Context: an optimization exercise on an open-source flow, tuned for small area, a short achievable clock period and few clock cycles. The choices shown serve that exercise and are no tape-out recipe. Function was checked by simulation only, so behaviour that the tests miss may differ from the original. No activity file was given, so power comes from the tool's default toggle rates.

`design/flow/design.v`:
```
package rcsd_pkg;
  localparam logic [7:0] UNKNOWN_SYMBOL = 8'd88;
  localparam logic [1:0] PH_COUNT = 2'd0;
  localparam logic [1:0] PH_WIDTH = 2'd1;
  localparam logic [1:0] PH_SYMS  = 2'd2;
  localparam logic [1:0] PH_BITS  = 2'd3;
endpackage
module rcsd_datapath (
  input  logic              clk,
  input  logic              wr_en,
  input  logic [7:0]        wr_data,
  input  logic [5:0]        rd_addr,
  output logic [3:0][7:0]   rd_quarter
);
  logic [255:0][7:0] ring;
  logic [255:0][7:0] rot;
  logic [7:0]        sel_lo;
  logic [7:0]        sel_hi;
  always_ff @(posedge clk) begin
    ring <= {ring[254:0], wr_en ? wr_data : ring[255]};
  end
  assign rot = {ring[1:0], ring[255:2]};
  logic [63:0] sel;
  always_comb begin
    sel = 64'b1 << rd_addr;
    for (int g = 0; g < 4; g++) begin
      rd_quarter[g] = '0;
      for (int i = 0; i < 64; i++) begin
        rd_quarter[g] = rd_quarter[g] | (rot[g * 64 + i] & {8{sel[i]}});
      end
    end
  end
endmodule
module rank_code_stream_decoder_unit
#(
  parameter int MAX_SYMBOLS = 255,
  parameter int MAX_WIDTH   = 4
) (
  input  logic       clk,
  input  logic       rst_n,
  input  logic       in_valid,
  output logic       in_ready,
  input  logic [7:0] in_stream_byte,
  output logic       out_valid,
  input  logic       out_ready,
  output logic [7:0] out_symbol,
  output logic       out_unknown_code,
  output logic       out_end_of_frame,
  output logic       out_last
);
  logic [7:0]  ib;
  logic        ib_v;
  logic [7:0]  fb [5];
  logic [4:0]  fgt;
  logic        in_rdy_r;
  logic [1:0]  phase;
  logic [7:0]  cnt;         
  logic [2:0]  wid;         
  logic [3:0]  wmask;       
  logic [7:0]  k1;          
  logic        sym_first;   
  logic [7:0]  ac;          
  logic [7:0]  sl;          
  logic [1:0]  zc;          
  logic [7:0]  z1;          
  logic [2:0]  bp;          
  logic [11:1] pw_oh;       
  logic        term_r;      
  logic        a_v;
  logic [7:0]  a_r1;        
  logic        a_big;       
  logic [7:0]  a_cnt;
  logic        a_hdr;
  logic        a_slow;
  logic        l1_v;
  logic [7:0]  l1_addr;
  logic        l1_known;
  logic        l1_hdr;      
  logic        l1_slow;     
  logic        l1_lastp;
  logic        l2_v;
  logic [3:0][7:0] l2_q;
  logic [1:0]  l2_hi;
  logic        l2_known;
  logic        l2_hdr;
  logic        l2_slow;
  logic        l2_lastp;
  logic        o_v;
  logic [7:0]  o_sym;
  logic        o_unk;
  logic        o_eof;
  logic        o_last;
  logic        s_v;
  logic [7:0]  s_sym;
  logic        s_unk;
  logic        s_eof;
  logic        s_last;
  logic        tbl_wr;
  logic [3:0][7:0] tbl_quarter;
  rcsd_datapath u_table (
    .clk        (clk),
    .wr_en      (tbl_wr),
    .wr_data    (fb[0]),
    .rd_addr    (l1_addr[5:0]),
    .rd_quarter (tbl_quarter)
  );
  function automatic logic ge_lut(input logic [3:0] v, input int t);
    logic [15:0] m;
    for (int i = 0; i < 16; i++) m[i] = (i >= t);
    ge_lut = m[v];
  endfunction
  function automatic logic [2:0] mod8_lut(input logic [2:0] v, input int c);
    logic [7:0][2:0] m;
    for (int i = 0; i < 8; i++) m[i] = 3'((i + c) % 8);
    mod8_lut = m[v];
  endfunction
  logic [35:0] win;
  logic [3:0]  lp    [12];
  logic [3:0]  shp   [12];    
  logic [3:0]  ndp   [12];    
  logic [2:0]  bpp   [12];    
  logic [3:0]  len_f;
  logic [6:0]  off_f;
  logic [3:1]  shge;
  logic [3:1]  ndge;
  logic [2:0]  bp_nxt;
  logic [11:0] pw_nxt;
  logic [7:0]  rank1;       
  logic        tpred;       
  logic        complete;
  always_comb begin
    win   = {4'b0, fb[0], fb[1], fb[2], fb[3]};
    lp[0]  = '0;
    shp[0] = '0;
    ndp[0] = '0;
    bpp[0] = '0;
    for (int p = 1; p < 12; p++) begin
      lp[p] = win[35 - p -: 4] & wmask;
      for (int m = 0; m < 4; m++) begin
        shp[p][m] = ge_lut(lp[p], 8 * m - p);
        ndp[p][m] = ge_lut(lp[p], 8 * m + 1 - p);
      end
      bpp[p] = mod8_lut(lp[p][2:0], p);
    end
    len_f  = '0;
    off_f  = '0;
    shge   = '0;
    ndge   = '0;
    bp_nxt = '0;
    for (int p = 1; p < 12; p++) begin
      if (pw_oh[p]) begin
        len_f  = len_f | lp[p];
        shge   = shge | shp[p][3:1];
        ndge   = ndge | ndp[p][3:1];
        bp_nxt = bp_nxt | bpp[p];
        for (int k = 0; k < 7; k++) begin
          off_f[k] = off_f[k] | win[31 - p - k];
        end
      end
    end
    pw_nxt = {4'b0, 8'b1 << bp_nxt} << wid;
    for (int k = 0; k < 8; k++) begin
      rank1[k] = (len_f == 4'(k)) || ((len_f > 4'(k)) && (k < 7) && off_f[k > 6 ? 6 : k]);
    end
    tpred    = (zc == 2'd1) && !len_f[3] && (rank1 == z1);
    complete = fgt[0] && (!ndge[1] || fgt[1]) && (!ndge[2] || fgt[2]) && (!ndge[3] || fgt[3]);
  end
  logic        slow;
  logic        l2_move;
  logic        l1_move;
  logic        a_move;
  logic        a_free;
  logic        o_free;
  logic        term_l;
  logic        content;
  logic        issue;
  logic        hb;          
  logic [7:0]  c_byte;
  logic [7:0]  w_byte;
  logic        have_c;
  logic        have_w;
  logic        cnt_go;      
  logic        wid_go;      
  logic        sym_go;      
  logic        hdr_final;
  logic        hdr_emit;    
  logic [1:0]  hdr_sh;
  logic [3:0]  sh_oh;
  logic        take;
  logic [4:0]  fgt_mid;
  logic [4:0]  fgt_nxt;
  logic [7:0]  tbl_q;
  logic [7:0]  res_sym;
  logic        res_unk;
  logic        res_eof;
  logic        res_last;
  always_comb begin
    slow    = (zc == 2'd2);
    take    = in_valid && in_rdy_r;
    o_free  = !o_v || out_ready;
    l2_move = l2_v && !s_v;
    l1_move = l1_v && (!l2_v || !s_v);
    a_move  = a_v && (!l1_v || l1_move);
    a_free  = !a_v || !l1_v || l1_move;
    tbl_q    = l2_q[l2_hi];
    res_sym  = l2_known ? tbl_q : rcsd_pkg::UNKNOWN_SYMBOL;
    res_unk  = !l2_known;
    res_eof  = l2_hdr || (l2_known && (tbl_q == 8'd0));
    res_last = res_eof || l2_lastp;
    term_l   = l2_move && l2_slow && !l2_hdr && l2_known && (tbl_q == 8'd0);
    hb     = term_r && (bp != 3'd0);
    c_byte = hb ? fb[1] : fb[0];
    w_byte = hb ? fb[2] : fb[1];
    have_c = hb ? fgt[1] : fgt[0];
    have_w = hb ? fgt[2] : fgt[1];
    cnt_go = (term_r || phase == rcsd_pkg::PH_COUNT) && have_c;
    wid_go = (cnt_go && (c_byte != 8'd0) && have_w) ||
             (!term_r && phase == rcsd_pkg::PH_WIDTH && fgt[0]);
    sym_go = !term_r && phase == rcsd_pkg::PH_SYMS && fgt[0] && !a_v && (!l1_v || l1_move) &&
             (sym_first || sl == 8'd0);
    hdr_final = (k1 == cnt);
    hdr_emit  = sym_go && hdr_final && (wid == 3'd0);
    tbl_wr    = sym_go;
    if (cnt_go) begin
      hdr_sh = 2'(hb) + ((c_byte != 8'd0 && have_w) ? 2'd2 : 2'd1);
    end else if (term_r) begin
      hdr_sh = 2'(hb);
    end else begin
      hdr_sh = 2'(wid_go || sym_go);
    end
    content = (phase == rcsd_pkg::PH_BITS) && !term_r;
    issue   = content && complete && (slow ? (!a_v && !l1_v && !l2_v) : a_free);
    if (content) begin
      sh_oh = !issue   ? 4'b0001 :
              shge[3]  ? 4'b1000 :
              shge[2]  ? 4'b0100 :
              shge[1]  ? 4'b0010 : 4'b0001;
    end else begin
      sh_oh = 4'b0001 << hdr_sh;
    end
    for (int k = 0; k < 5; k++) begin
      fgt_mid[k] = 1'b0;
      for (int s = 0; s < 4; s++) begin
        if (k + s < 5) fgt_mid[k] = fgt_mid[k] | (sh_oh[s] & fgt[(k + s) % 5]);
      end
    end
    fgt_nxt[0] = fgt_mid[0] | ib_v;
    for (int k = 1; k < 5; k++) begin
      fgt_nxt[k] = fgt_mid[k] | (ib_v & fgt_mid[k - 1]);
    end
  end
  always_ff @(posedge clk) begin
    for (int j = 0; j < 5; j++) begin
      logic [7:0] nb;
      nb = '0;
      for (int s = 0; s < 4; s++) begin
        if (sh_oh[s]) begin
          nb = nb | ((j + s < 5 && fgt[(j + s) % 5]) ? fb[(j + s) % 5] : ib);
        end
      end
      fb[j] <= nb;
    end
  end
  always_ff @(posedge clk) begin
    ib <= in_stream_byte;
  end
  always_ff @(posedge clk) begin
    if (!rst_n) begin
      ib_v     <= 1'b0;
      fgt      <= 5'd0;
      in_rdy_r <= 1'b1;
    end else begin
      ib_v     <= take;
      fgt      <= fgt_nxt;
      in_rdy_r <= !(fgt_nxt[4] || (take && fgt_nxt[3]));
    end
  end
  always_ff @(posedge clk) begin
    if (!rst_n) begin
      phase  <= rcsd_pkg::PH_COUNT;
      term_r <= 1'b0;
    end else begin
      term_r <= (issue && tpred && !slow) || term_l;
      if (cnt_go) begin
        phase <= (c_byte == 8'd0) ? rcsd_pkg::PH_COUNT :
                 have_w           ? rcsd_pkg::PH_SYMS : rcsd_pkg::PH_WIDTH;
      end else if (term_r) begin
        phase <= rcsd_pkg::PH_COUNT;
      end else if (wid_go) begin
        phase <= rcsd_pkg::PH_SYMS;
      end else if (sym_go && hdr_final) begin
        phase <= (wid == 3'd0) ? rcsd_pkg::PH_COUNT : rcsd_pkg::PH_BITS;
      end
    end
  end
  always_ff @(posedge clk) begin
    if (cnt_go) begin
      cnt <= c_byte;
    end
    if (wid_go) begin
      wid       <= (cnt_go ? w_byte : fb[0]) > 8'd4 ? 3'd4 : (cnt_go ? w_byte[2:0] : fb[0][2:0]);
      wmask     <= (cnt_go ? w_byte : fb[0]) > 8'd3 ? 4'b1111 :
                   4'((5'b1 << (cnt_go ? w_byte[1:0] : fb[0][1:0])) - 5'd1);
      k1        <= 8'd1;
      sym_first <= 1'b1;
      zc        <= 2'd0;
    end else if (sym_go) begin
      k1        <= k1 + 8'd1;
      sym_first <= 1'b0;
      if (fb[0] == 8'd0) begin
        if (zc == 2'd0) z1 <= k1;
        if (zc != 2'd2) zc <= zc + 2'd1;
      end
    end
    if (sym_go && sym_first) begin
      ac <= 8'd0;
      sl <= 8'd0;
    end else begin
      ac <= ac + 8'd1;
      sl <= sl + 8'(!sym_go);
    end
    if (sym_go && hdr_final) begin
      bp    <= 3'd0;
      pw_oh <= 11'b1 << (wid - 3'd1);
    end else if (issue) begin
      bp    <= bp_nxt;
      pw_oh <= pw_nxt[11:1];
    end
  end
  always_ff @(posedge clk) begin
    if (!rst_n) begin
      a_v <= 1'b0;
    end else if (hdr_emit || issue) begin
      a_v <= 1'b1;
    end else if (a_move) begin
      a_v <= 1'b0;
    end
  end
  always_ff @(posedge clk) begin
    if (hdr_emit || issue) begin
      a_r1   <= hdr_emit ? 8'd1 : rank1;
      a_big  <= !hdr_emit && len_f[3];
      a_cnt  <= cnt;
      a_hdr  <= hdr_emit;
      a_slow <= !hdr_emit && slow;
    end
  end
  always_ff @(posedge clk) begin
    if (!rst_n) begin
      l1_v <= 1'b0;
    end else if (a_move) begin
      l1_v <= 1'b1;
    end else if (l1_move) begin
      l1_v <= 1'b0;
    end
  end
  always_ff @(posedge clk) begin
    if (a_move) begin
      l1_addr  <= ac - a_r1;
      l1_known <= !a_big && (a_r1 <= a_cnt);
      l1_hdr   <= a_hdr;
      l1_slow  <= a_slow;
      l1_lastp <= (bp == 3'd0) || ndge[1];
    end else begin
      l1_addr  <= l1_addr + 8'd1;
    end
  end
  always_ff @(posedge clk) begin
    if (!rst_n) begin
      l2_v <= 1'b0;
    end else if (l1_move) begin
      l2_v <= 1'b1;
    end else if (l2_move) begin
      l2_v <= 1'b0;
    end
  end
  always_ff @(posedge clk) begin
    if (l1_move) begin
      l2_q     <= tbl_quarter;
      l2_hi    <= l1_addr[7:6];
      l2_known <= l1_known;
      l2_hdr   <= l1_hdr;
      l2_slow  <= l1_slow;
      l2_lastp <= l1_lastp;
    end
  end
  always_ff @(posedge clk) begin
    if (!rst_n) begin
      o_v <= 1'b0;
      s_v <= 1'b0;
    end else begin
      if (o_free) begin
        o_v <= s_v || l2_move;
        s_v <= 1'b0;
      end else if (l2_move) begin
        s_v <= 1'b1;
      end
    end
  end
  always_ff @(posedge clk) begin
    if (o_free) begin
      o_sym  <= s_v ? s_sym  : res_sym;
      o_unk  <= s_v ? s_unk  : res_unk;
      o_eof  <= s_v ? s_eof  : res_eof;
      o_last <= s_v ? s_last : res_last;
    end
    if (!s_v) begin
      s_sym  <= res_sym;
      s_unk  <= res_unk;
      s_eof  <= res_eof;
      s_last <= res_last;
    end
  end
  assign in_ready         = in_rdy_r;
  assign out_valid        = o_v;
  assign out_symbol       = o_sym;
  assign out_unknown_code = o_unk;
  assign out_end_of_frame = o_eof;
  assign out_last         = o_last;
endmodule
```
`design/flow/run.sh`:
```
#!/bin/bash
# synth_recipe.tcl (not shown) runs the flow's synth.tcl, then flattens the netlist and writes it again
# the make line also repeats each setting of config.mk as NAME=value (left out here)
make -C /OpenROAD-flow-scripts/flow DESIGN_CONFIG=/design/flow/config.mk WORK_HOME=/design/flow/orfs CLKGATE_MAP_FILE= SYNTH_SCRIPT=/design/flow/synth_recipe.tcl finish
```
`design/flow/config.mk`:
```
export PLATFORM = sky130hd
export DESIGN_NAME = rank_code_stream_decoder_unit
export DESIGN_NICKNAME = rank_code_stream_decoder_unit
export VERILOG_FILES = /design/flow/design.v
export SDC_FILE = /design/flow/constraint.sdc
export NUM_CORES = 4
export LEC_CHECK = 0
export ABC_CLOCK_PERIOD_IN_PS = 2000
export CAP_MARGIN = 20
export CORE_MARGIN = 2
export CORE_UTILIZATION = 40
export CTS_CLUSTER_DIAMETER = 60
export CTS_CLUSTER_SIZE = 24
export SETUP_SLACK_MARGIN = 4.0
export SLEW_MARGIN = 20
```
`design/flow/constraint.sdc`:
```
create_clock -name core_clock -period 7.0 [get_ports {clk}]
set_input_delay 1.4000 -clock core_clock [delete_from_list [all_inputs] [get_ports {clk}]]
set_output_delay 1.4000 -clock core_clock [all_outputs]
set_load 0.01 [all_outputs]
```
==> results of run 1 <==
==> placed cells by master (no fill, tap or decap), types with 15 or more instances in the layout <==
| master | instances |
|---|---|
| dfxtp_1 | 2138 |
| a22oi_1 | 603 |
| a22o_1 | 238 |
| a221oi_1 | 232 |
| buf_4 | 196 |
| nand4_1 | 146 |
| nand3_1 | 144 |
| nand2_1 | 141 |
| clkbuf_16 | 140 |
| edfxtp_1 | 106 |
| nor2_1 | 81 |
| nor2_4 | 61 |
| inv_1 | 52 |
| mux2i_1 | 43 |
| nor3_1 | 41 |
| ha_1 | 40 |
| nor4_1 | 37 |
| o22ai_1 | 35 |
| a21oi_1 | 30 |
| buf_6 | 30 |
| o21ai_0 | 28 |
| xor2_1 | 25 |
| clkbuf_1 | 24 |
| and3_1 | 20 |
| xnor2_1 | 20 |
| or2_1 | 18 |
| nor2b_1 | 16 |
| inv_6 | 16 |
| nand2b_1 | 15 |
| a221o_1 | 15 |
==> layer usage <==
metal,part of all wire [%],wire (um)
met5,0.040,94
met4,4.9,11630
met3,12,29030
met2,43,100600
met1,40,94400
==> cell families (layout without fill, tap and decap cells) <==
family / count (synthesis) / in the layout / synth area share, %
xor+xnor: 45 / 45 / 0.6170
compound gates: 1311 / 1311 / 16.21
simple gates: 799 / 799 / 6.372
buf+inv: 341 / 556 / 2.055
fa+ha+maj: 44 / 44 / 0.8736
mux: 65 / 65 / 1.201
flops: 2266 / 2266 / 72.67
other cells: 0 / 2 / 0
==> flip-flops by register name, indices dropped and copies added, names as in the netlist, 11 cells and up <==
name	count
u_table.ring	2048
fb	40
l2_q	32
pw_oh	11
==> cell type report <==
cell class                 count  area, um^2  share of cell area [%]
sequential                  2266       46480                   63.44
multi-input combinational   2264       17140                   23.39
clock buffer                 167        3601                   4.914
tap                         2072        2592                   3.538
timing repair buffer         273        2476                   3.379
clock inverter                57       738.2                   1.007
inverter                      58       229.0                  0.3125
timing repair inverter         1       6.256                0.008538
antenna                        2       5.005                0.006830
==> repair_timing <==
| action | in CTS | in global routing |
|---|---|---|
| pin swaps | 50 | 58 |
| setup buffers | 108 | 51 |
| hold buffers | 0 | 0 |
| gates resized for setup | 105 | 112 |
| gates cloned | 2 | 4 |
| setup endpoints to repair | 173 | 121 |
| endpoints found under the hold margin | 0 | 0 |
==> worst max-delay path: cells and delay by family (launching register included) <==
family	cells	cell delay [ps]
AOI/OAI and AO/OA	6	1430
DFF	1	800
buffers and inverters	4	750
==> power by group through the flow <==
stage	logic, mW	registers [mW]	clock network (mW)
global route	1.99	13.3	9.05
finish	1.99	13.3	8.56
global placement	1.64	13.6	0
detailed placement	1.66	13.6	0
floorplan	0.820	13.5	0
CTS	1.79	13.3	8.58
==> path summary, 6_finish.rpt <==
kind	start	to	slack [ps]	depth (start not counted)
setup reg to reg	pw_oh[7]	fb[3][3]	3900	10
hold / removal	u_table.ring[845]	u_table.ring[853]	320	0
hold reg to reg	u_table.ring[845]	u_table.ring[853]	320	0
setup / recovery	pw_oh[7]	fb[3][3]	3900	10
==> stage by stage <==
step	cell area (um^2)	worst slack (ps)	instances
finish	73270	3902	7160
CTS	72310	3996	7103
global placement	66740	3017	6767
global route	73270	3707	7158
floorplan	63910	3964	4871
detailed placement	66770	2964	6769
==> results.yml, run 1 <==
grt:
  grt_max_degree: 38
  grtUsageTotal_pct: 27.84
  met1_usage_pct: 37.75
  grt_pass1_wl_mm: 323.8
  grt_pass1_vias: 43560
  globalRouteMet2Util_pct: 41.52
  antenna_found_initial: 7
  grt_remaining_overflow: 0
  busiest_layer: "met2"
  use_met3_pct: 7.750
power_and_ir_drop:
  switchingPower_mw: 6.226
  power_density_nw_per_um2: 325.6
  p_total_mw: 23.86
  comb_power_share_pct: 8.3
  p_int_mw: 17.63
  switching_share_pct: 26.09
  pwr-share-seq_pct: 55.8
  leakage_nw: 27.31
  irDropWorstVdd_v: 0.0002715
  p_clk_share_pct: 35.9
critical_path:
  crit_top_cell: "buf_4"
  cp-end-kind: "flip-flop"
  critPathArrivalTime_ps: 3780
  cp_cell_sequence: "inv_1 -> o22ai_1 -> a221oi_2 -> buf_4 -> a31oi_4 -> o32a_1 -> buf_12 -> o211ai_1 -> buf_4 -> a221o_1"
  critPathMaxFanout: 16
  setup.worst_path.start_class: "flip-flop"
  crit_type: "flip-flop to flip-flop"
  max_stage_delay_ps: 800
  worstPathRequired_ps: 7680
  slowest_stage: "edfxtp_1"
synthesis:
  synth_common_cells: "dfxtp_1 (2,160), a22oi_1 (603), a22o_1 (238), a221oi_1 (235), clkbuf_1 (226)"
  synthMostInstantiatedCell: "dfxtp_1"
  yosys_warnings: 12
  syn-num-nets: 4927
  ys_types: 80
  synth_edf_count: 106
  syn_area_per_cell_um2: 13.11
  synthFlopType: "dfxtp_1"
  netlist.top_cell.by_area: "dfxtp_1"
  synth-seq-cells: 2266
  seq_area_frac_synth_pct: 72.67
  ys_top_cells_by_area: "dfxtp_1 (68%), a22oi_1 (7.1%), edfxtp_1 (5.0%)"
  yosys.area.top_type_share_pct: 67.69
  syn_area_um2: 63880
  synthArstFlopShare_pct: 0
  syn_inst: 4871
timing:
  finalSetupViolCount: 0
  maxSlewViolCount: 0
  min_period_ps: 3098
  holdWs_ps: 322.8
  relSlewSlack_pct: 28.89
  rsz0062_at_grt: "yes"
  fmaxAchievable_mhz: 322.8
  fin_worst_skew_ps: 49.83
  setup_tns_ps: 0
  worstMarginPinSlew_ps: 1067
  fin_crit_sh_pct: 44.26
  hold_viol: 0
detailed_routing:
  vias_per_cell: 6.248
  drt_iter0_drc: 7551
  drc_errors: 0
  drt_wl_total_mm: 235.8
  vias: 44740
  antenna_left: 0
  drt-pass1-iter-count: 7
  routedWlPerCell_um: 32.93
floorplan:
  core_region_area_um2: 158600
  ioPinCount: 25
  die_w_um: 403.6
  start_util_pct: 40.29
  die_h_um: 403.6
  core.rowCount: 146
  die-area_um2: 162900
run_status:
  outcome: "complete, no violations"
clocking:
  clock_sinks: 2266
  ctsHtreeMaxLevel: 4
  clk_pin_slew_ps: 90
  numCtsBuffers: 131
  cts-root-buf: "clkbuf_16"
  cts_tree: "yes"
  clkLatencyLatePin_ps: 800
  cts_buffer_depth: 3
placed_design:
  hpwlAfterDp_mm: 134.0
  place.port_buffers: 24
  place.gp.congestion: 0.8983
layout:
  final_nets: 5051
  final_core_util_pct: 46.21
  nFillCells: 13960
  synthToLayoutAreaGrowth_pct: 14.70
  final_layout_size_suffix_gt1_share_pct: 12.88
run:
  drv_cap: 0
min_path:
  hold_class: "flip-flop to flip-flop"
Testbench counts, summed over its fixed seeds: cycles 22,759.
==> run 2: changes to the inputs <==
--- a/design/flow/config.mk
+++ b/design/flow/config.mk
@@ -9,7 +9,7 @@
 export CAP_MARGIN = 20
 export CORE_MARGIN = 2
 export CORE_UTILIZATION = 40
-export CTS_CLUSTER_DIAMETER = 60
-export CTS_CLUSTER_SIZE = 24
+export CTS_CLUSTER_DIAMETER = 80
+export CTS_CLUSTER_SIZE = 32
 export SETUP_SLACK_MARGIN = 4.0
 export SLEW_MARGIN = 20
==> results.yml, run 2 <==
timing:
  maxSlewViolCount: 0
  fin_crit_sh_pct: 43.81
  fin_worst_skew_ps: 38.10
  setup_tns_ps: 0
  rsz0062_at_grt: "yes"
  min_period_ps: 3066
  finalSetupViolCount: 0
  worstMarginPinSlew_ps: 1059
  relSlewSlack_pct: 29.40
  fmaxAchievable_mhz: 326.1
  hold_viol: 0
floorplan:
  start_util_pct: 40.29
  core.rowCount: 146
  ioPinCount: 25
  die_h_um: 403.6
  die-area_um2: 162900
  die_w_um: 403.6
  core_region_area_um2: 158600
run:
  drv_cap: 0
clocking:
  numCtsBuffers: 91
  clk_pin_slew_ps: 110
  cts_tree: "yes"
  cts-root-buf: "clkbuf_16"
  ctsHtreeMaxLevel: 3
  clock_sinks: 2266
  cts_buffer_depth: 3
  clkLatencyLatePin_ps: 770
synthesis:
  synth_edf_count: 106
  synth_common_cells: "dfxtp_1 (2,160), a22oi_1 (603), a22o_1 (238), a221oi_1 (235), clkbuf_1 (226)"
  syn-num-nets: 4927
  syn_area_per_cell_um2: 13.11
  ys_top_cells_by_area: "dfxtp_1 (68%), a22oi_1 (7.1%), edfxtp_1 (5.0%)"
  syn_inst: 4871
  yosys_warnings: 12
  netlist.top_cell.by_area: "dfxtp_1"
  yosys.area.top_type_share_pct: 67.69
  seq_area_frac_synth_pct: 72.67
  synthMostInstantiatedCell: "dfxtp_1"
  synthArstFlopShare_pct: 0
  syn_area_um2: 63880
  synth-seq-cells: 2266
  ys_types: 80
  synthFlopType: "dfxtp_1"
critical_path:
  max_stage_delay_ps: 390
  cp_cell_sequence: "or3_4 -> and2_4 -> inv_8 -> o41ai_2 -> nand2b_1 -> ha_1 -> o21ai_1 -> a21o_1 -> buf_4 -> a21oi_4 -> o31ai_4 -> buf_12 -> or2_4 -> mux2_1"
  slowest_stage: "or3_4"
  crit_type: "flip-flop to flip-flop"
  cp-end-kind: "flip-flop"
  setup.worst_path.start_class: "flip-flop"
  worstPathRequired_ps: 7660
  critPathArrivalTime_ps: 3720
  critPathMaxFanout: 11
grt:
  grt_pass1_wl_mm: 321.8
  grtUsageTotal_pct: 27.59
  grt_pass1_vias: 42880
  grt_max_degree: 38
  antenna_found_initial: 7
  grt_remaining_overflow: 0
layout:
  final_core_util_pct: 45.37
  seqCellArea_um2: 46490
  multiInputGateArea_um2: 17150
  reg_top3: "u_table.ring (2048), fb (40), l2_q (32)"
  top_register: "u_table.ring"
  synthToLayoutAreaGrowth_pct: 12.62
  nFillCells: 14070
  final_layout_size_suffix_gt1_share_pct: 11.85
  layout_commonest_cell: "dfxtp_1"
  final_cell_mix: "dfxtp_1 (2,135), a22oi_1 (602), a22o_1 (238), a221oi_1 (234), buf_4 (191)"
  final_nets: 5008
  largest_reg_flops: 2048
detailed_routing:
  antenna_left: 0
  vias: 44580
  vias_per_cell: 6.290
  drt-pass1-iter-count: 7
  drt_wl_total_mm: 234.3
  drc_errors: 0
  routedWlPerCell_um: 33.06
  drt_iter0_drc: 7586
power_and_ir_drop:
  switching_share_pct: 26.63
  power_density_nw_per_um2: 309.2
  pwr-share-seq_pct: 59.9
  irDropWorstVdd_v: 0.0002074
  p_int_mw: 16.32
  leakage_nw: 26.62
  p_clk_share_pct: 31.2
  p_total_mw: 22.24
  switchingPower_mw: 5.922
  comb_power_share_pct: 8.9
min_path:
  hold_class: "flip-flop to flip-flop"
placed_design:
  place.port_buffers: 24
  place.gp.congestion: 0.8983
  hpwlAfterDp_mm: 134.0
run_status:
  outcome: "complete, no violations"
## run 2: timing repair
item / 4_1_cts / 5_1_grt
setup buffers: 106 / 52
cloned: 2 / 2
pin swaps: 49 / 39
hold buffers: 0 / 0
setup endpoints to repair: 170 / 123
resized for setup: 111 / 132
## run 2: through the flow
step                      area, um^2  hold WS [ps]  cells  worst slack (ps)
final                          71940         333.2   7088              3934
after global routing           71930         341.4   7086              3857
after CTS                      70940         333.5   7032              4005
after detailed placement       66770         335.5   6769              2964
after global placement         66740         332.3   6767              3017
after floorplan                63910         330.8   4871              3964
## run 2: area by class of cell
cell class | count | share of cell area (%)
flip-flops and latches | 2266 | 64.63
multi-input cells | 2264 | 23.85
well taps | 2072 | 3.604
repair buffers | 270 | 3.454
clock buffers | 116 | 3.383
clock inverters | 39 | 0.7548
inverters | 58 | 0.3183
repair inverters | 1 | 0.008696
diodes | 2 | 0.006957
## run 2: layer usage
metal  vias to the layer above  wire length, um  track usage [%]
met2                      3271            99650            41.39
met5                         -               54                0
met4                         8            12340            11.38
li1                      18370                -                -
met1                     22140            94410            38.01
met3                       791            27900            6.809
## run 2: worst paths after layout
| path | start | to | slack (ps) | cells past startpoint |
|---|---|---|---|---|
| setup / recovery | bp[1] | fb[4][0] | 3930 | 14 |
| hold / removal | u_table.ring[517] | u_table.ring[525] | 330 | 0 |
| setup reg to reg | bp[1] | fb[4][0] | 3930 | 14 |
| hold reg to reg | u_table.ring[517] | u_table.ring[525] | 330 | 0 |
## run 2: cells by family after synthesis
| family | share of synthesized area [%] |
|---|---|
| DFF | 72.67 |
| and+or+nand+nor | 6.372 |
| buffers and inverters | 2.055 |
| muxes | 1.201 |
| xor gates and xnor gates | 0.6170 |
| adders and majority gates | 0.8736 |
| AOI/OAI and AO/OA | 16.21 |
## run 2: power groups by stage
stage / Clock (mW) / Sequential [mW] / Combinational (mW)
finish: 6.93 / 13.3 / 1.98
global route: 7.37 / 13.3 / 1.98
CTS: 6.93 / 13.3 / 1.79
detailed placement: 0 / 13.6 / 1.66
global placement: 0 / 13.6 / 1.64
floorplan: 0 / 13.5 / 0.820
## run 2: worst max-delay path: cells and delay by family (launching register included)
kind | cells | cell delay [ps]
compound gates | 5 | 620
buf+inv | 3 | 390
flops | 1 | 330
fa+ha+maj | 1 | 270
mux | 1 | 310
simple gates | 4 | 1020
==> run 3: changes to the inputs <==
--- a/design/flow/design.v
+++ b/design/flow/design.v
@@ -9,7 +9,8 @@
   input  logic              clk,
   input  logic              wr_en,
   input  logic [7:0]        wr_data,
-  input  logic [5:0]        rd_addr,
+  input  logic [7:0]        rd_lo,
+  input  logic [7:0]        rd_mid,
   output logic [3:0][7:0]   rd_quarter
 );
   logic [255:0][7:0] ring;
@@ -22,7 +23,7 @@
   assign rot = {ring[1:0], ring[255:2]};
   logic [63:0] sel;
   always_comb begin
-    sel = 64'b1 << rd_addr;
+    for (int i = 0; i < 64; i++) sel[i] = rd_mid[i / 8] && rd_lo[i % 8];
     for (int g = 0; g < 4; g++) begin
       rd_quarter[g] = '0;
       for (int i = 0; i < 64; i++) begin
@@ -61,9 +62,12 @@
   logic        sym_first;   
   logic [7:0]  ac;          
   logic [7:0]  sl;          
+  logic        sl_z;        
+  logic        fin;         
   logic [1:0]  zc;          
   logic [7:0]  z1;          
   logic [2:0]  bp;          
+  logic        bp_nz;       
   logic [11:1] pw_oh;       
   logic        term_r;      
   logic        a_v;
@@ -73,7 +77,9 @@
   logic        a_hdr;
   logic        a_slow;
   logic        l1_v;
-  logic [7:0]  l1_addr;
+  logic [7:0]  l1_lo;       
+  logic [7:0]  l1_mid;      
+  logic [1:0]  l1_hi;       
   logic        l1_known;
   logic        l1_hdr;      
   logic        l1_slow;     
@@ -101,7 +107,8 @@
     .clk        (clk),
     .wr_en      (tbl_wr),
     .wr_data    (fb[0]),
-    .rd_addr    (l1_addr[5:0]),
+    .rd_lo      (l1_lo),
+    .rd_mid     (l1_mid),
     .rd_quarter (tbl_quarter)
   );
   function automatic logic ge_lut(input logic [3:0] v, input int t);
@@ -184,7 +191,8 @@
   logic        sym_go;      
   logic        hdr_final;
   logic        hdr_emit;    
-  logic [1:0]  hdr_sh;
+  logic        two_hdr;     
+  logic [7:0]  pos;
   logic [3:0]  sh_oh;
   logic        take;
   logic [4:0]  fgt_mid;
@@ -202,32 +210,27 @@
     l1_move = l1_v && (!l2_v || !s_v);
     a_move  = a_v && (!l1_v || l1_move);
     a_free  = !a_v || !l1_v || l1_move;
+    pos     = ac - a_r1;
     tbl_q    = l2_q[l2_hi];
     res_sym  = l2_known ? tbl_q : rcsd_pkg::UNKNOWN_SYMBOL;
     res_unk  = !l2_known;
     res_eof  = l2_hdr || (l2_known && (tbl_q == 8'd0));
     res_last = res_eof || l2_lastp;
     term_l   = l2_move && l2_slow && !l2_hdr && l2_known && (tbl_q == 8'd0);
-    hb     = term_r && (bp != 3'd0);
+    hb     = term_r && bp_nz;
     c_byte = hb ? fb[1] : fb[0];
     w_byte = hb ? fb[2] : fb[1];
     have_c = hb ? fgt[1] : fgt[0];
     have_w = hb ? fgt[2] : fgt[1];
     cnt_go = (term_r || phase == rcsd_pkg::PH_COUNT) && have_c;
-    wid_go = (cnt_go && (c_byte != 8'd0) && have_w) ||
+    two_hdr = (c_byte != 8'd0) && have_w;
+    wid_go = (cnt_go && two_hdr) ||
              (!term_r && phase == rcsd_pkg::PH_WIDTH && fgt[0]);
     sym_go = !term_r && phase == rcsd_pkg::PH_SYMS && fgt[0] && !a_v && (!l1_v || l1_move) &&
-             (sym_first || sl == 8'd0);
-    hdr_final = (k1 == cnt);
+             (sym_first || sl_z);
+    hdr_final = fin;
     hdr_emit  = sym_go && hdr_final && (wid == 3'd0);
     tbl_wr    = sym_go;
-    if (cnt_go) begin
-      hdr_sh = 2'(hb) + ((c_byte != 8'd0 && have_w) ? 2'd2 : 2'd1);
-    end else if (term_r) begin
-      hdr_sh = 2'(hb);
-    end else begin
-      hdr_sh = 2'(wid_go || sym_go);
-    end
     content = (phase == rcsd_pkg::PH_BITS) && !term_r;
     issue   = content && complete && (slow ? (!a_v && !l1_v && !l2_v) : a_free);
     if (content) begin
@@ -235,8 +238,12 @@
               shge[3]  ? 4'b1000 :
               shge[2]  ? 4'b0100 :
               shge[1]  ? 4'b0010 : 4'b0001;
+    end else if (cnt_go) begin
+      sh_oh = hb ? (two_hdr ? 4'b1000 : 4'b0100) : (two_hdr ? 4'b0100 : 4'b0010);
+    end else if (term_r) begin
+      sh_oh = hb ? 4'b0010 : 4'b0001;
     end else begin
-      sh_oh = 4'b0001 << hdr_sh;
+      sh_oh = (wid_go || sym_go) ? 4'b0010 : 4'b0001;
     end
     for (int k = 0; k < 5; k++) begin
       fgt_mid[k] = 1'b0;
@@ -302,10 +309,12 @@
       wmask     <= (cnt_go ? w_byte : fb[0]) > 8'd3 ? 4'b1111 :
                    4'((5'b1 << (cnt_go ? w_byte[1:0] : fb[0][1:0])) - 5'd1);
       k1        <= 8'd1;
+      fin       <= ((cnt_go ? c_byte : cnt) == 8'd1);
       sym_first <= 1'b1;
       zc        <= 2'd0;
     end else if (sym_go) begin
       k1        <= k1 + 8'd1;
+      fin       <= (k1 + 8'd1 == cnt);
       sym_first <= 1'b0;
       if (fb[0] == 8'd0) begin
         if (zc == 2'd0) z1 <= k1;
@@ -313,17 +322,21 @@
       end
     end
     if (sym_go && sym_first) begin
-      ac <= 8'd0;
-      sl <= 8'd0;
+      ac   <= 8'd0;
+      sl   <= 8'd0;
+      sl_z <= 1'b1;
     end else begin
-      ac <= ac + 8'd1;
-      sl <= sl + 8'(!sym_go);
+      ac   <= ac + 8'd1;
+      sl   <= sl + 8'(!sym_go);
+      sl_z <= sym_go ? (sl == 8'd0) : (sl == 8'd255);
     end
     if (sym_go && hdr_final) begin
       bp    <= 3'd0;
+      bp_nz <= 1'b0;
       pw_oh <= 11'b1 << (wid - 3'd1);
     end else if (issue) begin
       bp    <= bp_nxt;
+      bp_nz <= (bp_nxt != 3'd0);
       pw_oh <= pw_nxt[11:1];
     end
   end
@@ -356,13 +369,19 @@
   end
   always_ff @(posedge clk) begin
     if (a_move) begin
-      l1_addr  <= ac - a_r1;
+      l1_lo    <= 8'b1 << pos[2:0];
+      l1_mid   <= 8'b1 << pos[5:3];
+      l1_hi    <= pos[7:6];
       l1_known <= !a_big && (a_r1 <= a_cnt);
       l1_hdr   <= a_hdr;
       l1_slow  <= a_slow;
       l1_lastp <= (bp == 3'd0) || ndge[1];
     end else begin
-      l1_addr  <= l1_addr + 8'd1;
+      l1_lo <= {l1_lo[6:0], l1_lo[7]};
+      if (l1_lo[7]) begin
+        l1_mid <= {l1_mid[6:0], l1_mid[7]};
+        if (l1_mid[7]) l1_hi <= l1_hi + 2'd1;
+      end
     end
   end
   always_ff @(posedge clk) begin
@@ -377,7 +396,7 @@
   always_ff @(posedge clk) begin
     if (l1_move) begin
       l2_q     <= tbl_quarter;
-      l2_hi    <= l1_addr[7:6];
+      l2_hi    <= l1_hi;
       l2_known <= l1_known;
       l2_hdr   <= l1_hdr;
       l2_slow  <= l1_slow;
--- a/design/flow/config.mk
+++ b/design/flow/config.mk
@@ -9,7 +9,7 @@
 export CAP_MARGIN = 20
 export CORE_MARGIN = 2
 export CORE_UTILIZATION = 40
-export CTS_CLUSTER_DIAMETER = 80
-export CTS_CLUSTER_SIZE = 32
+export CTS_CLUSTER_DIAMETER = 70
+export CTS_CLUSTER_SIZE = 28
 export SETUP_SLACK_MARGIN = 4.0
 export SLEW_MARGIN = 20
==> results.yml, run 3 <==
run_status:
  outcome: "complete, no violations"
layout:
  final_layout_size_suffix_gt1_share_pct: 9.345
  final_nets: 4782
  top_register: "u_table.ring"
  final_core_util_pct: 44.45
  synthToLayoutAreaGrowth_pct: 10.45
  layout_commonest_cell: "dfxtp_1"
  instances_no_fill: 6954
  reg_top3: "u_table.ring (2048), fb (40), l2_q (32)"
  largest_reg_flops: 2048
  final_cell_mix: "dfxtp_1 (2,158), a22o_1 (542), a221oi_1 (525), nand4_1 (139), nand2_1 (121)"
  diodes: 0
  nFillCells: 14310
clocking:
  clock_sinks: 2279
  cts-root-buf: "clkbuf_16"
  ctsHtreeMaxLevel: 3
  cts_buffer_depth: 3
  holdBufCountCts: 0
  clkLatencyLatePin_ps: 790
  cts_tree: "yes"
  numCtsBuffers: 102
  clk_pin_slew_ps: 110
critical_path:
  r2r-end: "l2_q[16]"
  cp-end-kind: "flip-flop"
  r2r-start: "l1_mid[6]"
  setup.worst_path.start_class: "flip-flop"
  crit_type: "flip-flop to flip-flop"
  r2r_slack_ps: 3960
  crit_start: "l1_mid[6]"
  ff2ff_path_depth: 6
  worstPathRequired_ps: 7510
  critPathMaxFanout: 22
  critPathArrivalTime_ps: 3550
synthesis:
  syn_inst: 4804
  synth_common_cells: "dfxtp_1 (2,170), a22o_1 (542), a221oi_1 (527), clkbuf_1 (303), nand4_1 (139)"
  syn_area_per_cell_um2: 13.45
  synthMostInstantiatedCell: "dfxtp_1"
  synthFlopType: "dfxtp_1"
  ys_top_cells_by_area: "dfxtp_1 (67%), a22o_1 (7.3%), a221oi_1 (7.1%)"
  synth_edf_count: 109
  synthArstFlopShare_pct: 0
  yosys.area.top_type_share_pct: 67.23
  netlist.top_cell.by_area: "dfxtp_1"
  synth-seq-cells: 2279
  yosys_warnings: 12
  seq_area_frac_synth_pct: 72.30
  ys_types: 82
  syn-num-nets: 4855
  syn_area_um2: 64620
grt:
  grt_remaining_overflow: 0
  antenna_found_initial: 2
  grtUsageTotal_pct: 26.82
  grt_max_degree: 45
  grt_pass1_vias: 41690
  grt_pass1_wl_mm: 314.7
detailed_routing:
  vias_per_cell: 6.224
  drc_errors: 0
  vias: 43280
  drt_wl_total_mm: 229.7
  drt_iter0_drc: 5839
  antenna_left: 0
  routedWlPerCell_um: 33.03
  drt-pass1-iter-count: 7
placed_design:
  hpwlAfterDp_mm: 133.2
  dp.cells: 6707
  pre_cts_slack_ps: 2881
  place.gp.congestion: 0.8855
  place.port_buffers: 24
timing:
  maxSlewViolCount: 0
  hold_viol: 0
  rsz0062_at_grt: "yes"
  relSlewSlack_pct: 32.80
  postLayoutSetupSlackWorst_ps: 3959
  worstMarginPinSlew_ps: 1008
  fin_crit_sh_pct: 43.45
  fmaxAchievable_mhz: 328.8
  fin_worst_skew_ps: 53.14
  setup_tns_ps: 0
  finalSetupViolCount: 0
  min_period_ps: 3041
min_path:
  hold_class: "flip-flop to flip-flop"
  holdPathEnd: "u_table.ring[1967]"
  hold_path.startpoint: "u_table.ring[1959]"
  hold_path_depth: 0
run:
  drv_cap: 0
power_and_ir_drop:
  power_density_nw_per_um2: 297.1
  irDropWorstVdd_v: 0.0002169
  leakage_nw: 26.54
floorplan:
  die_w_um: 405.9
  ioPinCount: 25
  die-area_um2: 164800
  die_h_um: 405.9
  start_util_pct: 40.24
  core_region_area_um2: 160600
  core.rowCount: 147
==> run 3: cell count changes in the layout (fill, tap and decap cells not counted), sizes merged, moves of 35 or more <==
cell	before	now
nand3	148	47
buf	243	145
a221oi	236	527
a22o	238	542
nor2	145	106
and2	10	75
nor4	47	12
a22oi	603	18
==> run 3: logic make-up (layout without fill, tap and decap cells) <==
kind of cell             after synthesis  in the layout  synth area share (%)
AO/OA/AOI/OAI                       1350           1350                 17.62
XOR/XNOR                              47             47                0.6371
adder cells (fa/ha/maj)               39             39                0.7668
buffers and inverters                404            393                 2.440
flip-flops                          2279           2279                 72.30
multiplexers                          54             54                0.9953
AND/OR/NAND/NOR                      631            632                 5.240
==> run 3: critical path: stages (launching register included) <==
cell and delay (ps):
edfxtp_1 530, and2_2 490, buf_6 380, a22o_1 300, a221oi_1 340, nand4_1 150, or4_1 580
==> run 3: where the power goes <==
| group | total, mW | internal (mW) | switching (mW) |
|---|---|---|---|
| clock | 7.26 | 2.99 | 4.26 |
| sequential | 13.3 | 13.2 | 0.158 |
| combinational | 0.634 | 0.281 | 0.353 |
| total | 21.2 | 16.4 | 4.78 |
==> run 3: repair_timing <==
action | in CTS | in global routing
gates resized for setup | 103 | 102
setup buffers | 40 | 33
pin swaps | 2 | 21
setup endpoints to repair | 171 | 89
cloned | 0 | 7
==> run 3: worst max path at each step <==
stage,depth (start not counted),to
finish,6,l2_q[16]
global route,13,pw_oh[10]
CTS,6,l2_q[1]
detailed placement,8,sl[4]
global placement,8,sl[6]
floorplan,13,pw_oh[10]
==> run 3: layout make-up <==
type	instances	area (um^2)	area share, %
inverters	53	209.0	0.2928
repair buffers	173	1677	2.349
flip-flops and latches	2279	46750	65.51
clock inverters	31	474.2	0.6645
clock buffers	136	2804	3.929
well taps	2160	2703	3.787
multi-input cells	2122	16750	23.47
==> run 3: metrics by stage <==
stage               total power, mW  area [um^2]  hold slack (ps)
floorplan                     14.01        64620            330.8
global placement              14.17        66800            332.3
detailed placement            14.17        66800            335.6
CTS                           21.16        70630            326.0
global route                  21.76        71370            325.3
finish                        21.20        71370            318.7
==> run 3: layer usage <==
| layer | part of all wire [%] | global-route usage, % | vias up |
|---|---|---|---|
| met4 | 5.4 | 12.77 | 4 |
| met1 | 40 | 35.54 | 21790 |
| met5 | 0.011 | 0 | - |
| li1 | - | - | 18000 |
| met3 | 9.8 | 4.896 | 678 |
| met2 | 45 | 42.39 | 2810 |
Testbench counts of run 3, summed over its fixed seeds: cycles 22,759.
==> run 4: changes to the inputs <==
--- a/design/flow/config.mk
+++ b/design/flow/config.mk
@@ -8,7 +8,7 @@
 export ABC_CLOCK_PERIOD_IN_PS = 2000
 export CAP_MARGIN = 20
 export CORE_MARGIN = 2
-export CORE_UTILIZATION = 40
+export CORE_UTILIZATION = 55
 export CTS_CLUSTER_DIAMETER = 70
 export CTS_CLUSTER_SIZE = 28
 export SETUP_SLACK_MARGIN = 4.0
==> results.yml, run 4 <==
placed_design:
  hpwlAfterDp_mm: 127.8
  place.gp.congestion: 0.8902
  place.port_buffers: 24
  place_area_um2: 66010
synthesis:
  yosys.area.top_type_share_pct: 67.23
  synthArstFlopShare_pct: 0
  syn-num-nets: 4855
  ys_types: 82
  synth_edf_count: 109
  yosys_warnings: 12
  synth-seq-cells: 2279
  seq_area_frac_synth_pct: 72.30
  synthFlopType: "dfxtp_1"
  synthMostInstantiatedCell: "dfxtp_1"
  synth_common_cells: "dfxtp_1 (2,170), a22o_1 (542), a221oi_1 (527), clkbuf_1 (303), nand4_1 (139)"
  ys_top_cells_by_area: "dfxtp_1 (67%), a22o_1 (7.3%), a221oi_1 (7.1%)"
  netlist.top_cell.by_area: "dfxtp_1"
  syn_area_per_cell_um2: 13.45
  syn_area_um2: 64620
  syn_inst: 4804
floorplan:
  die_w_um: 346.8
  ioPinCount: 25
  core.rowCount: 125
  start_util_pct: 55.53
  core_region_area_um2: 116400
  die_h_um: 346.8
  die-area_um2: 120200
run:
  drv_cap: 0
grt:
  grt_remaining_overflow: 0
  grt_pass1_wl_mm: 313.6
  antenna_found_initial: 5
  grt_max_degree: 45
  grtUsageTotal_pct: 36.63
  grt_pass1_vias: 40940
critical_path:
  critical_path_buf_inv_count: 1
  slowest_stage: "or4_1"
  crit_type: "flip-flop to flip-flop"
  worstPathRequired_ps: 7440
  critPathTopFamily: "simple AND/OR/NAND/NOR gates"
  cp_cell_sequence: "and2_2 -> buf_6 -> a22o_1 -> a221oi_1 -> nand4_1 -> or4_1"
  max_stage_delay_ps: 650
  critPathMaxFanout: 22
  critPathArrivalTime_ps: 3540
  setup.worst_path.start_class: "flip-flop"
  cp-end-kind: "flip-flop"
timing:
  finalSetupViolCount: 0
  fmaxAchievable_mhz: 322.5
  maxSlewViolCount: 0
  rsz0062_at_grt: "yes"
  hold_viol: 0
  fin_crit_sh_pct: 44.30
  min_period_ps: 3101
  fin_worst_skew_ps: 28.20
  setup_tns_ps: 0
  worstMarginPinSlew_ps: 1134
  relSlewSlack_pct: 24.43
layout:
  synthToLayoutAreaGrowth_pct: 9.525
  top_register: "u_table.ring"
  reg_top3: "u_table.ring (2048), fb (40), l2_q (32)"
  layout_commonest_cell: "dfxtp_1"
  final_nets: 4796
  final_layout_size_suffix_gt1_share_pct: 9.811
  final_cell_mix: "dfxtp_1 (2,156), a22o_1 (542), a221oi_1 (526), nand4_1 (139), nand2_1 (126)"
  design_area_um2: 70770
  largest_reg_flops: 2048
clocking:
  clkLatencyLatePin_ps: 760
  clock_sinks: 2279
  cts_tree: "yes"
  holdBufCountCts: 0
  cts-root-buf: "clkbuf_16"
  ctsHtreeMaxLevel: 3
  numCtsBuffers: 106
  clk_pin_slew_ps: 110
  cts_buffer_depth: 3
run_status:
  outcome: "complete, no violations"
detailed_routing:
  antenna_left: 0
  drt_iter0_drc: 6110
  vias_per_cell: 6.783
  routedWlPerCell_um: 35.86
  vias: 43060
  drt_wl_total_mm: 227.6
  drt-pass1-iter-count: 10
  drc_errors: 0
power_and_ir_drop:
  leakage_nw: 26.66
  power_density_nw_per_um2: 303.8
  irDropWorstVdd_v: 0.0002438
min_path:
  hold_class: "flip-flop to flip-flop"
run 4: final timing paths:
| path | from | endpoint | slack [ps] | depth (start not counted) |
|---|---|---|---|---|
| worst min register to register | u_table.ring[1311] | u_table.ring[1319] | 330 | 0 |
| worst max register to register | l1_mid[4] | l2_q[20] | 3900 | 6 |
| worst max-delay path | l1_mid[4] | l2_q[20] | 3900 | 6 |
| worst min-delay path | u_table.ring[1311] | u_table.ring[1319] | 330 | 0 |
run 4: layout make-up:
type                    count  area, um^2
diodes                      3       7.507
fillers                  9217       45590
multi-input cells        2121       16700
inverters                  53       201.4
clock buffers             126        2853
repair buffers            184        1643
clock inverters            58       710.7
flip-flops and latches   2279       46750
well taps                1524        1907
run 4: repair_timing:
action | 4_1_cts | 5_1_grt
pin swaps | 3 | 20
gates cloned | 0 | 2
buffers inserted | 35 | 57
resized for setup | 99 | 54
endpoints found under the setup margin | 138 | 108
run 4: logic make-up after synthesis:
| kind of cell | synth area share (%) |
|---|---|
| simple gates | 5.240 |
| buf+inv | 2.440 |
| mux | 0.9953 |
| xor+xnor | 0.6371 |
| flops | 72.30 |
| fa+ha+maj | 0.7668 |
| compound gates | 17.62 |
run 4: per-stage QoR:
| step | util [%] | std cells | setup WS [ps] | hold WS [ps] | power (mW) |
|---|---|---|---|---|---|
| final | 60.82 | 6348 | 3899 | 333.1 | 21.50 |
| after global routing | 60.82 | 6346 | 3897 | 337.8 | 22.07 |
| after CTS | 60.24 | 6286 | 4000 | 338.1 | 21.46 |
| after detailed placement | 56.73 | 6067 | 3072 | 335.5 | 14.17 |
| after global placement | 56.73 | 6067 | 3176 | 331.5 | 14.17 |
| after floorplan | - | 4804 | 4053 | 330.8 | 14.01 |
run 4: power breakdown:
group          switching (mW)  internal, mW
clock                    4.35          3.22
sequential              0.159          13.2
combinational           0.339         0.278
run 4: metal layers:
metal / track usage, % / up-vias / wire (um)
met5: 0 / - / 39
met4: 14.67 / 6 / 10820
met3: 7.131 / 605 / 23090
met2: 55.41 / 2796 / 98430
met1: 51.83 / 21640 / 95260
li1: - / 18020 / -
==> run 5: changes to the inputs <==
--- a/design/flow/config.mk
+++ b/design/flow/config.mk
@@ -5,10 +5,10 @@
 export SDC_FILE = /design/flow/constraint.sdc
 export NUM_CORES = 4
 export LEC_CHECK = 0
-export ABC_CLOCK_PERIOD_IN_PS = 2000
+export ABC_AREA = 1
 export CAP_MARGIN = 20
 export CORE_MARGIN = 2
-export CORE_UTILIZATION = 55
+export CORE_UTILIZATION = 40
 export CTS_CLUSTER_DIAMETER = 70
 export CTS_CLUSTER_SIZE = 28
 export SETUP_SLACK_MARGIN = 4.0
==> results.yml, run 5 <==
critical_path:
  critPathMaxFanout: 16
  worstPathRequired_ps: 7400
  crit_type: "flip-flop to flip-flop"
  critPathArrivalTime_ps: 3480
  setup.worst_path.start_class: "flip-flop"
  cp-end-kind: "flip-flop"
synthesis:
  yosys_warnings: 12
  synth_common_cells: "nand2_1 (2,448), dfxtp_1 (2,170), nand4_1 (536), inv_1 (278), clkbuf_1 (206)"
  syn_area_per_cell_um2: 10.00
  synthMostInstantiatedCell: "nand2_1"
  syn-num-nets: 6732
  syn_inst: 6681
  seq_area_frac_synth_pct: 69.91
  syn_area_um2: 66820
  ys_top_cells_by_area: "dfxtp_1 (65%), nand2_1 (14%), nand4_1 (5.0%)"
  yosys.area.top_type_share_pct: 65.01
  synthFlopType: "dfxtp_1"
  netlist.top_cell.by_area: "dfxtp_1"
  ys_types: 56
  synthArstFlopShare_pct: 0
  synth_edf_count: 109
  synth-seq-cells: 2279
layout:
  final_layout_size_suffix_gt1_share_pct: 6.053
  reg_top3: "u_table.ring (2048), fb (40), l2_q (32)"
  largest_reg_flops: 2048
  layout_commonest_cell: "nand2_1"
  final_nets: 6697
  top_register: "u_table.ring"
  synthToLayoutAreaGrowth_pct: 9.742
  design_area_um2: 73330
  final_cell_mix: "nand2_1 (2,443), dfxtp_1 (2,158), nand4_1 (536), inv_1 (211), o21ai_0 (133)"
timing:
  fin_crit_sh_pct: 43.99
  rsz0062_at_grt: "yes"
  fmaxAchievable_mhz: 324.8
  setup_tns_ps: 0
  maxSlewViolCount: 0
  min_period_ps: 3079
  worstMarginPinSlew_ps: 1085
  hold_viol: 0
  postLayoutSetupSlackWorst_ps: 3921
  fin_worst_skew_ps: 66.71
  relSlewSlack_pct: 27.59
  finalSetupViolCount: 0
floorplan:
  start_util_pct: 40.14
  core.rowCount: 150
  core_region_area_um2: 166500
  die_h_um: 412.7
  ioPinCount: 25
  die-area_um2: 170300
  die_w_um: 412.7
grt:
  grtUsageTotal_pct: 27.50
  grt_max_degree: 39
  grt_pass1_wl_mm: 336.2
  grt_remaining_overflow: 0
  grt_pass1_vias: 46640
  antenna_found_initial: 11
clocking:
  clock_sinks: 2279
  cts_tree: "yes"
  ctsHtreeMaxLevel: 3
  cts_buffer_depth: 3
  cts-root-buf: "clkbuf_16"
  numCtsBuffers: 108
  clkLatencyLatePin_ps: 810
  clk_pin_slew_ps: 110
detailed_routing:
  vias_per_cell: 5.553
  antenna_left: 0
  routedWlPerCell_um: 26.91
  drt-pass1-iter-count: 8
  drc_errors: 0
  vias: 49600
  drt_wl_total_mm: 240.3
  drt_iter0_drc: 6878
placed_design:
  pre_cts_slack_ps: 3607
  place.gp.congestion: 0.9167
  place_area_um2: 69240
  place.port_buffers: 24
  hpwlAfterDp_mm: 144.8
power_and_ir_drop:
  leakage_nw: 28.92
  power_density_nw_per_um2: 301.6
  p_total_mw: 22.12
  irDropWorstVdd_v: 0.0002601
run:
  drv_cap: 0
run_status:
  outcome: "complete, no violations"
min_path:
  hold_class: "flip-flop to flip-flop"
## run 5: layout make-up
class	count	area, um^2
clock inverters	50	700.7
well taps	2204	2758
fillers	15770	93140
flip-flops and latches	2279	46730
clock buffers	138	3013
multi-input cells	3838	17980
diodes	3	7.507
repair buffers	123	1011
inverters	296	1135
## run 5: layer usage
layer / global-route usage (%) / up-vias / routed length (um)
met5: 0 / - / 49
met4: 10.25 / 8 / 10060
met3: 5.660 / 561 / 27000
met2: 41.13 / 2876 / 101700
met1: 39.05 / 24270 / 101500
li1: - / 21880 / -
## run 5: stage by stage
step                      hold WS (ps)  instances  utilization (%)
final                            307.6       8931            44.05
after detailed placement         334.9       8710            41.59
after floorplan                  326.9       6681                -
after CTS                        301.8       8916            43.95
after global placement           327.9       8710            41.59
after global routing             312.8       8928            44.05
## run 5: cells by family (layout without fill, tap and decap cells)
| kind of cell | Yosys count | count (layout) | synth area share (%) |
|---|---|---|---|
| fa+ha+maj | 39 | 39 | 0.7415 |
| compound gates | 379 | 379 | 3.732 |
| xor+xnor | 24 | 24 | 0.3146 |
| flops | 2279 | 2279 | 69.91 |
| other cells | 0 | 3 | 0 |
| buf+inv | 564 | 607 | 3.327 |
| simple gates | 3396 | 3396 | 21.98 |
## run 5: worst paths after layout
check / cells past startpoint / end / startpoint / slack, ps
worst max-delay path: 7 / l2_q[16] / l1_mid[5] / 3920
worst min register to register: 0 / u_table.ring[1537] / u_table.ring[1529] / 310
worst max register to register: 7 / l2_q[16] / l1_mid[5] / 3920
worst min-delay path: 0 / u_table.ring[1537] / u_table.ring[1529] / 310
## run 5: timing repair
action / 4_1_cts / 5_1_grt
pin swaps: 1 / 3
setup buffers: 18 / 12
gates resized for setup: 35 / 29
hold buffers: 0 / 0
endpoints found under the setup margin: 107 / 89
## run 5: critical path, cell delays in order, from the launching register on
cell      delay [ps]
edfxtp_1         590
nand2_1          270
inv_2            400
buf_4            460
nand2_1          120
nand4_1           80
nor4_1           370
nand4_1          400
## run 5: where the power goes
part / internal (mW) / switching, mW / total, mW
registers: 13.2 / 0.193 / 13.4
clock network: 3.35 / 4.45 / 7.80
logic: 0.296 / 0.598 / 0.894
total: 16.9 / 5.24 / 22.1
==> run 6: changes to the inputs <==
--- a/design/flow/design.v
+++ b/design/flow/design.v
@@ -73,7 +73,6 @@
   logic        a_v;
   logic [7:0]  a_r1;        
   logic        a_big;       
-  logic [7:0]  a_cnt;
   logic        a_hdr;
   logic        a_slow;
   logic        l1_v;
@@ -86,7 +85,7 @@
   logic        l1_lastp;
   logic        l2_v;
   logic [3:0][7:0] l2_q;
-  logic [1:0]  l2_hi;
+  logic [3:0]  l2_hi;       
   logic        l2_known;
   logic        l2_hdr;
   logic        l2_slow;
@@ -198,6 +197,7 @@
   logic [4:0]  fgt_mid;
   logic [4:0]  fgt_nxt;
   logic [7:0]  tbl_q;
+  logic        tbl_z;       
   logic [7:0]  res_sym;
   logic        res_unk;
   logic        res_eof;
@@ -211,18 +211,23 @@
     a_move  = a_v && (!l1_v || l1_move);
     a_free  = !a_v || !l1_v || l1_move;
     pos     = ac - a_r1;
-    tbl_q    = l2_q[l2_hi];
+    tbl_q    = '0;
+    tbl_z    = 1'b0;
+    for (int g = 0; g < 4; g++) begin
+      tbl_q = tbl_q | (l2_q[g] & {8{l2_hi[g]}});
+      tbl_z = tbl_z | (l2_hi[g] && (l2_q[g] == 8'd0));
+    end
     res_sym  = l2_known ? tbl_q : rcsd_pkg::UNKNOWN_SYMBOL;
     res_unk  = !l2_known;
-    res_eof  = l2_hdr || (l2_known && (tbl_q == 8'd0));
+    res_eof  = l2_hdr || (l2_known && tbl_z);
     res_last = res_eof || l2_lastp;
-    term_l   = l2_move && l2_slow && !l2_hdr && l2_known && (tbl_q == 8'd0);
+    term_l   = l2_move && l2_slow && !l2_hdr && l2_known && tbl_z;
     hb     = term_r && bp_nz;
     c_byte = hb ? fb[1] : fb[0];
     w_byte = hb ? fb[2] : fb[1];
     have_c = hb ? fgt[1] : fgt[0];
     have_w = hb ? fgt[2] : fgt[1];
-    cnt_go = (term_r || phase == rcsd_pkg::PH_COUNT) && have_c;
+    cnt_go = (term_r || phase == rcsd_pkg::PH_COUNT) && have_c && (!a_v || a_move);
     two_hdr = (c_byte != 8'd0) && have_w;
     wid_go = (cnt_go && two_hdr) ||
              (!term_r && phase == rcsd_pkg::PH_WIDTH && fgt[0]);
@@ -353,7 +358,6 @@
     if (hdr_emit || issue) begin
       a_r1   <= hdr_emit ? 8'd1 : rank1;
       a_big  <= !hdr_emit && len_f[3];
-      a_cnt  <= cnt;
       a_hdr  <= hdr_emit;
       a_slow <= !hdr_emit && slow;
     end
@@ -372,7 +376,7 @@
       l1_lo    <= 8'b1 << pos[2:0];
       l1_mid   <= 8'b1 << pos[5:3];
       l1_hi    <= pos[7:6];
-      l1_known <= !a_big && (a_r1 <= a_cnt);
+      l1_known <= !a_big && (a_r1 <= cnt);
       l1_hdr   <= a_hdr;
       l1_slow  <= a_slow;
       l1_lastp <= (bp == 3'd0) || ndge[1];
@@ -396,7 +400,7 @@
   always_ff @(posedge clk) begin
     if (l1_move) begin
       l2_q     <= tbl_quarter;
-      l2_hi    <= l1_hi;
+      l2_hi    <= 4'b1 << l1_hi;
       l2_known <= l1_known;
       l2_hdr   <= l1_hdr;
       l2_slow  <= l1_slow;
--- a/design/flow/config.mk
+++ b/design/flow/config.mk
@@ -5,7 +5,7 @@
 export SDC_FILE = /design/flow/constraint.sdc
 export NUM_CORES = 4
 export LEC_CHECK = 0
-export ABC_AREA = 1
+export ABC_CLOCK_PERIOD_IN_PS = 2000
 export CAP_MARGIN = 20
 export CORE_MARGIN = 2
 export CORE_UTILIZATION = 40
==> results.yml, run 6 <==
run_status:
  outcome: "complete, no violations"
synthesis:
  synth_edf_count: 103
  syn_area_um2: 64390
  netlist.top_cell.by_area: "dfxtp_1"
  ys_top_cells_by_area: "dfxtp_1 (67%), a22o_1 (7.4%), a221oi_1 (7.2%)"
  syn_inst: 4847
  synthFlopType: "dfxtp_1"
  syn_area_per_cell_um2: 13.28
  synth_common_cells: "dfxtp_1 (2,170), a22o_1 (541), a221oi_1 (531), clkbuf_1 (310), nand2_1 (151)"
  syn-num-nets: 4898
  yosys.area.top_type_share_pct: 67.47
  synth-seq-cells: 2273
  seq_area_frac_synth_pct: 72.27
  synthMostInstantiatedCell: "dfxtp_1"
  synthArstFlopShare_pct: 0
  yosys_warnings: 12
  ys_types: 77
critical_path:
  setup.worst_path.start_class: "flip-flop"
  cp_cell_sequence: "and2_2 -> buf_4 -> a22o_1 -> a221oi_1 -> nand4_1 -> or4_1"
  critPathArrivalTime_ps: 3520
  ff2ff_path_depth: 6
  critPathTopFamily: "simple AND/OR/NAND/NOR gates"
  slowest_stage: "or4_1"
  critPathMaxFanout: 28
  max_stage_delay_ps: 690
  critical_path_buf_inv_count: 1
  r2r_slack_ps: 3970
  cp_num_cells: 6
  cp-end-kind: "flip-flop"
  crit_type: "flip-flop to flip-flop"
  worstPathRequired_ps: 7490
layout:
  final_core_util_pct: 44.42
  seqCellArea_um2: 46580
  synthToLayoutAreaGrowth_pct: 10.52
  reg_top3: "u_table.ring (2048), fb (40), l2_q (32)"
  final_cell_mix: "dfxtp_1 (2,155), a22o_1 (541), a221oi_1 (531), nand2_1 (146), nand4_1 (143)"
  multiInputGateArea_um2: 16600
  top_register: "u_table.ring"
  largest_reg_flops: 2048
  nFillCells: 14420
  final_layout_size_suffix_gt1_share_pct: 9.269
  final_nets: 4821
  layout_commonest_cell: "dfxtp_1"
  design_area_um2: 71160
detailed_routing:
  drt_wl_total_mm: 229.7
  vias: 43460
  drt_iter0_drc: 6654
  drc_errors: 0
  drt-pass1-iter-count: 9
  vias_per_cell: 6.204
  routedWlPerCell_um: 32.79
  antenna_left: 0
timing:
  min_period_ps: 3030
  maxSlewViolCount: 0
  relSlewSlack_pct: 23.80
  finalSetupViolCount: 0
  hold_viol: 0
  fin_crit_sh_pct: 43.29
  rsz0062_at_grt: "yes"
  setup_tns_ps: 0
  fin_worst_skew_ps: 60.33
  fmaxAchievable_mhz: 330.0
  worstMarginPinSlew_ps: 1143
floorplan:
  die_h_um: 405.2
  die-area_um2: 164200
  ioPinCount: 25
  core.rowCount: 147
  core_region_area_um2: 160200
  start_util_pct: 40.19
  die_w_um: 405.2
clocking:
  cts_buffer_depth: 3
  cts-root-buf: "clkbuf_16"
  clkLatencyLatePin_ps: 790
  clk_pin_slew_ps: 100
  holdBufCountCts: 0
  cts_tree: "yes"
  ctsHtreeMaxLevel: 3
  clock_sinks: 2273
  numCtsBuffers: 107
grt:
  grtUsageTotal_pct: 26.87
  grt_pass1_vias: 41480
  grt_max_degree: 41
  antenna_found_initial: 7
  grt_pass1_wl_mm: 314.5
  grt_remaining_overflow: 0
min_path:
  hold_class: "flip-flop to flip-flop"
  hold_path_depth: 0
placed_design:
  place.gp.congestion: 0.8991
  hpwlAfterDp_mm: 129.9
  place.port_buffers: 24
  place_area_um2: 66590
power_and_ir_drop:
  leakage_nw: 26.55
  power_density_nw_per_um2: 315.1
  irDropWorstVdd_v: 0.0002449
run:
  drv_cap: 0
run 6: kinds of logic after synthesis:
logic type,Yosys count,synth area share [%]
AOI/OAI and AO/OA,1341,17.44
xor gates and xnor gates,48,0.6529
adders and majority gates,39,0.7695
buffers and inverters,414,2.503
DFF,2273,72.27
muxes,49,0.7714
and+or+nand+nor,683,5.592
run 6: worst paths after layout:
path / endpoint / from
max: l2_q[21] / l1_mid[0]
min: u_table.ring[1896] / u_table.ring[1888]
max reg2reg: l2_q[21] / l1_mid[0]
min reg2reg: u_table.ring[1896] / u_table.ring[1888]
run 6: per-stage QoR:
stage / worst slack (ps) / hold WS, ps / power (mW) / cells
floorplan: 4024 / 330.8 / 14.34 / 4847
finish: 3970 / 319.2 / 22.42 / 7005
global route: 3864 / 314.4 / 22.94 / 7004
detailed placement: 3275 / 335.6 / 15.03 / 6746
CTS: 3919 / 319.2 / 22.34 / 6964
global placement: 3323 / 331.6 / 15.02 / 6746
run 6: routing by layer:
layer | up-vias | share of wire [%] | track usage [%]
met4 | 6 | 5.1 | 12.59
met3 | 660 | 11 | 6.664
met1 | 21730 | 40 | 36.22
met2 | 2979 | 43 | 40.46
li1 | 18090 | - | -
met5 | - | 0.020 | 0.1784
run 6: report_power, final:
group / total, mW / leakage (nW) / internal, mW / switching [mW]
clock network: 7.55 / 1.72 / 3.25 / 4.30
logic: 1.49 / 6.45 / 0.400 / 1.09
registers: 13.4 / 18.4 / 13.1 / 0.235
run 6: repair_timing:
item / in CTS / in global routing
endpoints found under the setup margin: 162 / 120
gates cloned: 2 / 3
setup buffers: 33 / 37
pin swaps: 5 / 11
gates resized for setup: 102 / 61
run 6: cell type report:
| class | count | area share, % |
|---|---|---|
| antenna | 1 | 0.003516 |
| clock buffer | 136 | 4.160 |
| clock inverter | 47 | 0.8316 |
| inverter | 57 | 0.3095 |
| multi-input combinational | 2164 | 23.32 |
| sequential | 2273 | 65.45 |
| tap | 2160 | 3.798 |
| timing repair buffer | 167 | 2.124 |
Testbench counts of run 6, summed over its fixed seeds: cycles 22,759.

port drivers added, routing unchanged:
The results above use ideal ports. As a check the final layouts listed here were re-extracted and re-timed, cells and wires unchanged. Step 1: set_driving_cell puts a clkbuf_16 on clk and a buf_2 on each other input, an assumption about the parent block. Step 2 times the ports against the registers' clock, not the clock port: input delays grow and output delays shrink by t, the midpoint of the rising clock arrivals with the driver on. Slacks: ideal ports / drivers / drivers and shift; pairs: ideal ports / drivers.
| run | t, ns | setup WS [ns] | clock arrival spread, ns |
|---|---|---|---|
| run 1 | 0.864 | 3.902 / 3.902 / 3.853 | 0.060 / 0.060 |
| run 2 | 0.833 | 3.934 / 3.934 / 3.888 | 0.048 / 0.049 |
| run 3 | 0.827 | 3.959 / 3.959 / 3.578 | 0.061 / 0.061 |
| run 4 | 0.817 | 3.899 / 3.899 / 3.844 | 0.038 / 0.039 |
| run 5 | 0.851 | 3.921 / 3.921 / 3.921 | 0.073 / 0.073 |
| run 6 | 0.834 | 3.970 / 3.970 / 3.772 | 0.071 / 0.071 |
After both steps setup and hold are still met in every run listed. The setup slack of run 3, which loses most, moves by 0.000 ns with the drivers and by -0.381 ns with both steps.
